What follows belongs to an exercise in optimizing a design on an open flow for small area, a short achievable clock period and few clock cycles per item; a production flow would make more cautious choices.
Only simulation tests tie the RTL to the original design; equivalence was not proved.
Power is estimated from default activity; no workload was simulated.

## north
// json_stream_tokenizer_top
module json_stream_tokenizer_top (
  input  logic        clk,
  input  logic        rst,
  input  logic        in_valid,
  output logic        in_ready,
  input  logic        in_cmd,
  input  logic [7:0]  in_char_byte,
  output logic        out_valid,
  input  logic        out_ready,
  output logic [3:0]  out_event_res,
  output logic        out_number_is_real,
  output logic        out_in_key,
  output logic [20:0] out_code_point,
  output logic [1:0]  out_status,
  output logic [23:0] out_line_number,
  output logic [23:0] out_column_number,
  output logic        out_last_of_run
);
  logic       go, take, pend, two;
  logic       cmd;
  logic [7:0] char_byte;
  assign take = out_valid && out_ready;
  jst_queue u_queue (
    .clk       (clk),
    .rst       (rst),
    .in_valid  (in_valid),
    .in_ready  (in_ready),
    .in_cmd    (in_cmd),
    .in_char_byte (in_char_byte),
    .out_ready (out_ready),
    .out_valid (out_valid),
    .two       (two),
    .go        (go),
    .cmd       (cmd),
    .char_byte (char_byte),
    .pend      (pend)
  );
  jst_core u_core (
    .clk                (clk),
    .rst                (rst),
    .acc                (go),
    .take               (take),
    .pend               (pend),
    .cmd                (cmd),
    .char_byte          (char_byte),
    .two                (two),
    .out_event_res      (out_event_res),
    .out_number_is_real (out_number_is_real),
    .out_in_key         (out_in_key),
    .out_code_point     (out_code_point),
    .out_status         (out_status),
    .out_line_number    (out_line_number),
    .out_column_number  (out_column_number)
  );
  ...
Size: about 1,100 cells after synthesis, ~170 flip-flops, about 93 I/O pins, roughly 0.0096 mm2 of cells after synthesis.
==> module jst_queue, before the edit <==
module jst_queue (
  input  logic       clk,
  input  logic       rst,
  input  logic       in_valid,
  output logic       in_ready,
  input  logic       in_cmd,
  input  logic [7:0] in_char_byte,
  input  logic       out_ready,
  output logic       out_valid,
  input  logic       two,         
  output logic       go,          
  output logic       cmd,         
  output logic [7:0] char_byte,
  output logic       pend         
);
  logic a_v, take, in_acc;
  assign take     = out_valid && out_ready;
  assign go       = a_v && (!out_valid || (out_ready && !pend));
  assign in_ready = !a_v || go;
  assign in_acc   = in_valid && in_ready;
  always_ff @(posedge clk) begin
    if (rst) a_v <= 1'b0;
    else if (in_ready) a_v <= in_valid;
  end
  always_ff @(posedge clk) begin
    if (in_acc) begin
      cmd       <= in_cmd;
      char_byte <= in_char_byte;
    end
  end
  always_ff @(posedge clk) begin
    if (rst) out_valid <= 1'b0;
    else if (go) out_valid <= 1'b1;
    else if (take && !pend) out_valid <= 1'b0;
  end
  always_ff @(posedge clk) begin
    if (go) pend <= two;
    else if (take) pend <= 1'b0;
  end
endmodule
==> flow/config.mk <==
export PLATFORM = sky130hd
export DESIGN_NAME = json_stream_tokenizer_top
export DESIGN_NICKNAME = json_stream_tokenizer_top
export VERILOG_FILES = /design/flow/design.v
export SDC_FILE = /design/flow/constraint.sdc
export NUM_CORES = 4
export LEC_CHECK = 0
export CAP_MARGIN = 20
export CORE_MARGIN = 2
export CORE_UTILIZATION = 40
export SETUP_SLACK_MARGIN = 3.3
export SLEW_MARGIN = 20
==> flow/constraint.sdc <==
create_clock -name core_clock -period 6.0 [get_ports {clk}]
set_input_delay 1.2000 -clock core_clock [delete_from_list [all_inputs] [get_ports {clk}]]
set_output_delay 1.2000 -clock core_clock [all_outputs]
set_load 0.01 [all_outputs]
standard.sh (not shown) runs the stock make flow with config.mk's settings and CLKGATE_MAP_FILE= SYNTH_SCRIPT=/design/flow/synth_recipe.tcl, a recipe that flattens the netlist after the stock synthesis.
==> flow/flow/run.sh <==
#!/bin/bash
# Standard layout, with the port buffers inserted as buf_2 cells instead of the
# delay-buffer cell that buffer_ports picks by default.
set -euo pipefail
export BUFFER_PORTS_ARGS="-buffer_cell sky130_fd_sc_hd__buf_2"
bash standard.sh finish > standard_finish.log 2>&1
The final layout from north, which completed every stage, passed the timing, design-rule and antenna checks at the end of the flow.
Testbench counts of north, summed over its fixed seeds: cycles 48,368, bytes 48,352.
Modified inputs, south compared to north
diff --git a/flow/design.v b/flow/design.v
--- a/flow/design.v
+++ b/flow/design.v
@@ -375,26 +375,44 @@
   input  logic       two,         
   output logic       go,          
   output logic       cmd,         
   output logic [7:0] char_byte,
   output logic       pend         
 );
-  logic a_v, take, in_acc;
+  logic       a_v, b_v;
+  logic       b_cmd;
+  logic [7:0] b_byte;
+  logic       take, in_acc, a_free;
   assign take     = out_valid && out_ready;
   assign go       = a_v && (!out_valid || (out_ready && !pend));
-  assign in_ready = !a_v || go;
-  assign in_acc   = in_valid && in_ready;
+  assign in_ready = !b_v;
+  assign in_acc   = in_valid && !b_v;
+  assign a_free   = go || !a_v;
   always_ff @(posedge clk) begin
-    if (rst) a_v <= 1'b0;
-    else if (in_ready) a_v <= in_valid;
+    if (rst) begin
+      a_v <= 1'b0;
+      b_v <= 1'b0;
+    end else if (a_free) begin
+      a_v <= b_v || in_acc;
+      b_v <= 1'b0;
+    end else if (in_acc) begin
+      b_v <= 1'b1;
+    end
   end
   always_ff @(posedge clk) begin
-    if (in_acc) begin
+    if (a_free && b_v) begin
+      cmd       <= b_cmd;
+      char_byte <= b_byte;
+    end else if (a_free && in_acc) begin
       cmd       <= in_cmd;
       char_byte <= in_char_byte;
     end
+    if (!a_free && in_acc) begin
+      b_cmd  <= in_cmd;
+      b_byte <= in_char_byte;
+    end
   end
   always_ff @(posedge clk) begin
     if (rst) out_valid <= 1'b0;
     else if (go) out_valid <= 1'b1;
     else if (take && !pend) out_valid <= 1'b0;
   end
--- outcome ---
south completed end to end with timing, DRC and antenna clean.
Comparing south and north, the higher register bit total from synthesis was measured on south.
~same combinational power in south and north
Against north as the reference, south delivers a higher multi-input combinational cell area.
Taking north as the reference, in south cell count up 126, power up about 1.5%, design area up 820 um2.
Die area | south > north
Testbench counts of south, summed over its fixed seeds: cycles 48,368, bytes 48,352.

* * *

== run a ==
Another version of the RTL of json_stream_tokenizer_top (not shown whole).
Size: roughly 1,200 cells after synthesis, about 93 I/O pins.
// json_stream_tokenizer_top
module json_stream_tokenizer_top (
  input  logic        clk,
  input  logic        rst,
  input  logic        in_valid,
  output logic        in_ready,
  input  logic        in_cmd,
  input  logic [7:0]  in_char_byte,
  output logic        out_valid,
  input  logic        out_ready,
  output logic [3:0]  out_event_res,
  output logic        out_number_is_real,
  output logic        out_in_key,
  output logic [20:0] out_code_point,
  output logic [1:0]  out_status,
  output logic [23:0] out_line_number,
  output logic [23:0] out_column_number,
  output logic        out_last_of_run
);
  logic       go, take, pend, two;
  logic       cmd;
  logic [7:0] char_byte;
  assign take = out_valid && out_ready;
  jst_queue u_queue (
    .clk       (clk),
    .rst       (rst),
    .in_valid  (in_valid),
    .in_ready  (in_ready),
    .in_cmd    (in_cmd),
    .in_char_byte (in_char_byte),
    .out_ready (out_ready),
    .out_valid (out_valid),
    .two       (two),
    .go        (go),
    .cmd       (cmd),
    .char_byte (char_byte),
    .pend      (pend)
  );
  jst_core u_core (
    .clk                (clk),
    .rst                (rst),
  ...
Settings: LEC_CHECK=0, CAP_MARGIN=20, CORE_MARGIN=2, CORE_UTILIZATION=40, SETUP_SLACK_MARGIN=3.0, SLEW_MARGIN=20; clock period 6.0 ns.
Scripts as last shown in full above: flow/flow/run.sh
Run a completed end to end with timing, DRC and antenna clean.
Testbench counts of run a, summed over its fixed seeds: cycles 48,368, bytes 48,352.
Setup changes, run a to run b
--- a/flow/design.v
+++ b/flow/design.v
@@ -75,24 +75,26 @@
   logic [DepthW-1:0] depth, depth_next;
   logic              just_opened, just_opened_next;
   logic [1:0]        hex_idx, hex_idx_next;
   logic              str_key, str_key_next;
   logic [MaxDepth-1:0] stk;           
   logic              push, pop, push_kind;
   logic [CntW-1:0]   line, line_next;
   logic [CntW-1:0]   col, col_next;
   logic [CpW-1:0]    cp, cp_next;
   logic [3:0]        ev, ev0;
   logic              real_q, real0;
   logic              close_kind, close_kind0;
+  logic [1:0]        status_q;
+  logic              key_q, cpen_q;
   logic [7:0]        b;
   logic              ws, dig, hexv;
   logic [3:0]        hv;
   logic              in_num, num_cont, top_obj, dnz, d1;
   logic [4:0]        vdone;
   localparam logic [CntW-1:0] CntMax = '1;
   assign b       = char_byte;
   assign ws      = b == 8'h20 || b == 8'h09 || b == 8'h0A || b == 8'h0D;
   assign dig     = b >= "0" && b <= "9";
   assign hexv    = dig || (b >= "a" && b <= "f") || (b >= "A" && b <= "F");
   assign hv      = dig ? b[3:0] : b[3:0] + 4'd9;
   assign top_obj = stk[0];
@@ -327,87 +329,85 @@
       state <= state_next;
       depth <= depth_next;
       line  <= line_next;
       col   <= col_next;
     end
   end
   always_ff @(posedge clk) begin
     if (acc) begin
       just_opened <= just_opened_next;
       ev          <= ev0;
       real_q      <= real0;
       close_kind  <= close_kind0;
+      status_q    <= (state_next[4:2] == 3'b000) ? state_next[1:0] : 2'd0;
+      key_q       <= str_key_next && (ev0 == jst_pkg::EV_STR_CHAR || ev0 == jst_pkg::EV_KEY_END);
+      cpen_q      <= ev0 == jst_pkg::EV_STR_CHAR || ev0 == jst_pkg::EV_NUM_CHAR;
     end else if (take && pend) begin
       ev     <= close_kind ? jst_pkg::EV_OBJ_CLOSE : jst_pkg::EV_ARR_CLOSE;
       real_q <= 1'b0;
     end
   end
   logic sh_push, sh_pop, sh_hold;
   assign sh_push = acc && push;
   assign sh_pop  = acc && pop;
   assign sh_hold = !(sh_push || sh_pop);
   always_ff @(posedge clk) begin
     stk <= ({stk[MaxDepth-2:0], push_kind} & {MaxDepth{sh_push}}) |
            ({1'b0, stk[MaxDepth-1:1]} & {MaxDepth{sh_pop}}) |
            (stk & {MaxDepth{sh_hold}});
   end
   assign out_event_res      = ev;
   assign out_number_is_real = real_q;
-  assign out_in_key         = str_key && (ev == jst_pkg::EV_STR_CHAR || ev == jst_pkg::EV_KEY_END);
-  assign out_code_point     = (ev == jst_pkg::EV_STR_CHAR || ev == jst_pkg::EV_NUM_CHAR) ? cp : '0;
-  assign out_status         = (state[4:2] == 3'b000) ? state[1:0] : 2'd0;
+  assign out_in_key         = key_q;
+  assign out_code_point     = cp & {CpW{cpen_q}};
+  assign out_status         = status_q;
   assign out_line_number    = line;
   assign out_column_number  = col;
 endmodule
 module jst_queue (
   input  logic       clk,
   input  logic       rst,
   input  logic       in_valid,
   output logic       in_ready,
   input  logic       in_cmd,
   input  logic [7:0] in_char_byte,
   input  logic       out_ready,
   output logic       out_valid,
   input  logic       two,         
   output logic       go,          
   output logic       cmd,         
   output logic [7:0] char_byte,
   output logic       pend         
 );
-  logic a_v, a_v_next, out_valid_next, take, in_acc;
-  logic free_q;   
+  logic a_v, take, in_acc;
   assign take     = out_valid && out_ready;
   assign go       = a_v && (!out_valid || (out_ready && !pend));
-  assign in_ready = free_q || (out_ready && !pend);
+  assign in_ready = !a_v || go;
   assign in_acc   = in_valid && in_ready;
-  always_comb begin
-    a_v_next       = in_ready ? in_valid : a_v;
-    out_valid_next = go ? 1'b1 : (take && !pend) ? 1'b0 : out_valid;
-    if (rst) begin
-      a_v_next       = 1'b0;
-      out_valid_next = 1'b0;
-    end
-  end
   always_ff @(posedge clk) begin
-    a_v       <= a_v_next;
-    out_valid <= out_valid_next;
-    free_q    <= !a_v_next || !out_valid_next;
+    if (rst) a_v <= 1'b0;
+    else if (in_ready) a_v <= in_valid;
   end
   always_ff @(posedge clk) begin
     if (in_acc) begin
       cmd       <= in_cmd;
       char_byte <= in_char_byte;
     end
   end
   always_ff @(posedge clk) begin
+    if (rst) out_valid <= 1'b0;
+    else if (go) out_valid <= 1'b1;
+    else if (take && !pend) out_valid <= 1'b0;
+  end
+  always_ff @(posedge clk) begin
     if (go) pend <= two;
     else if (take) pend <= 1'b0;
   end
 endmodule
 module json_stream_tokenizer_top (
   input  logic        clk,
   input  logic        rst,
   input  logic        in_valid,
   output logic        in_ready,
   input  logic        in_cmd,
   input  logic [7:0]  in_char_byte,
   output logic        out_valid,
Results
In run b, the combinational fraction of design power came out 1.2 points above the value in run a. Run a → run b: shortest period the worst path allows grew by 0.057 ns, floorplan core area shows an increase of about 0.6%, number of gates on the worst path with buffers counted climbed 4, cell count of the worst reg-to-reg path moved up. When the final numbers for run b and run a were put side by side, the global-route usage over all layers turned out to be smaller in run a. Compared with run a, in run b portion of total power attributed to the clock network increased 1.1 points, post-synthesis instance area increased 120 um^2, setup slack decreased 0.057 ns, switching power summed over all nets increased about 8%, total design power increased 190 uW. Run b has routed wire length above what run a had.
Testbench counts of run b, summed over its fixed seeds: cycles 48,368, bytes 48,352.

-- static timing again, ports no longer ideal --
The flow's constraints put no driver on any port. The routed layouts listed below were extracted and timed again, unchanged, in two steps. Step 1 sets driving cells, clkbuf_16 on the clock port and buf_2 on the other inputs (assumed; they add their load-dependent delay and slew). Step 2 adds t to the input delays and takes it off the output delays; t is the mean of the earliest and latest rising clock arrival at the registers after step 1. Input paths then give back, and output paths get back, about the clock's delay inside the block. Three values: ideal, step 1, step 2; two values: the first two.
run | t, ns | setup slack, ns | hold WS [ns] | slew at the worst register clock pin (ns)
north | 0.484 | 3.007 / 3.007 / 2.647 | 0.470 / 0.470 / 0.470 | 0.08 / 0.08
south | 0.480 | 3.166 / 3.166 / 2.945 | 0.457 / 0.457 / 0.457 | 0.08 / 0.08
run a | 0.476 | 3.063 / 3.060 / 2.728 | 0.480 / 0.480 / 0.480 | 0.07 / 0.07
run b | 0.474 | 3.006 / 3.006 / 2.694 | 0.464 / 0.464 / 0.464 | 0.08 / 0.08
After both steps every run listed still meets setup and hold. The setup slack of north, which loses most, moves by 0.000 ns with the drivers and by -0.360 ns with both steps.
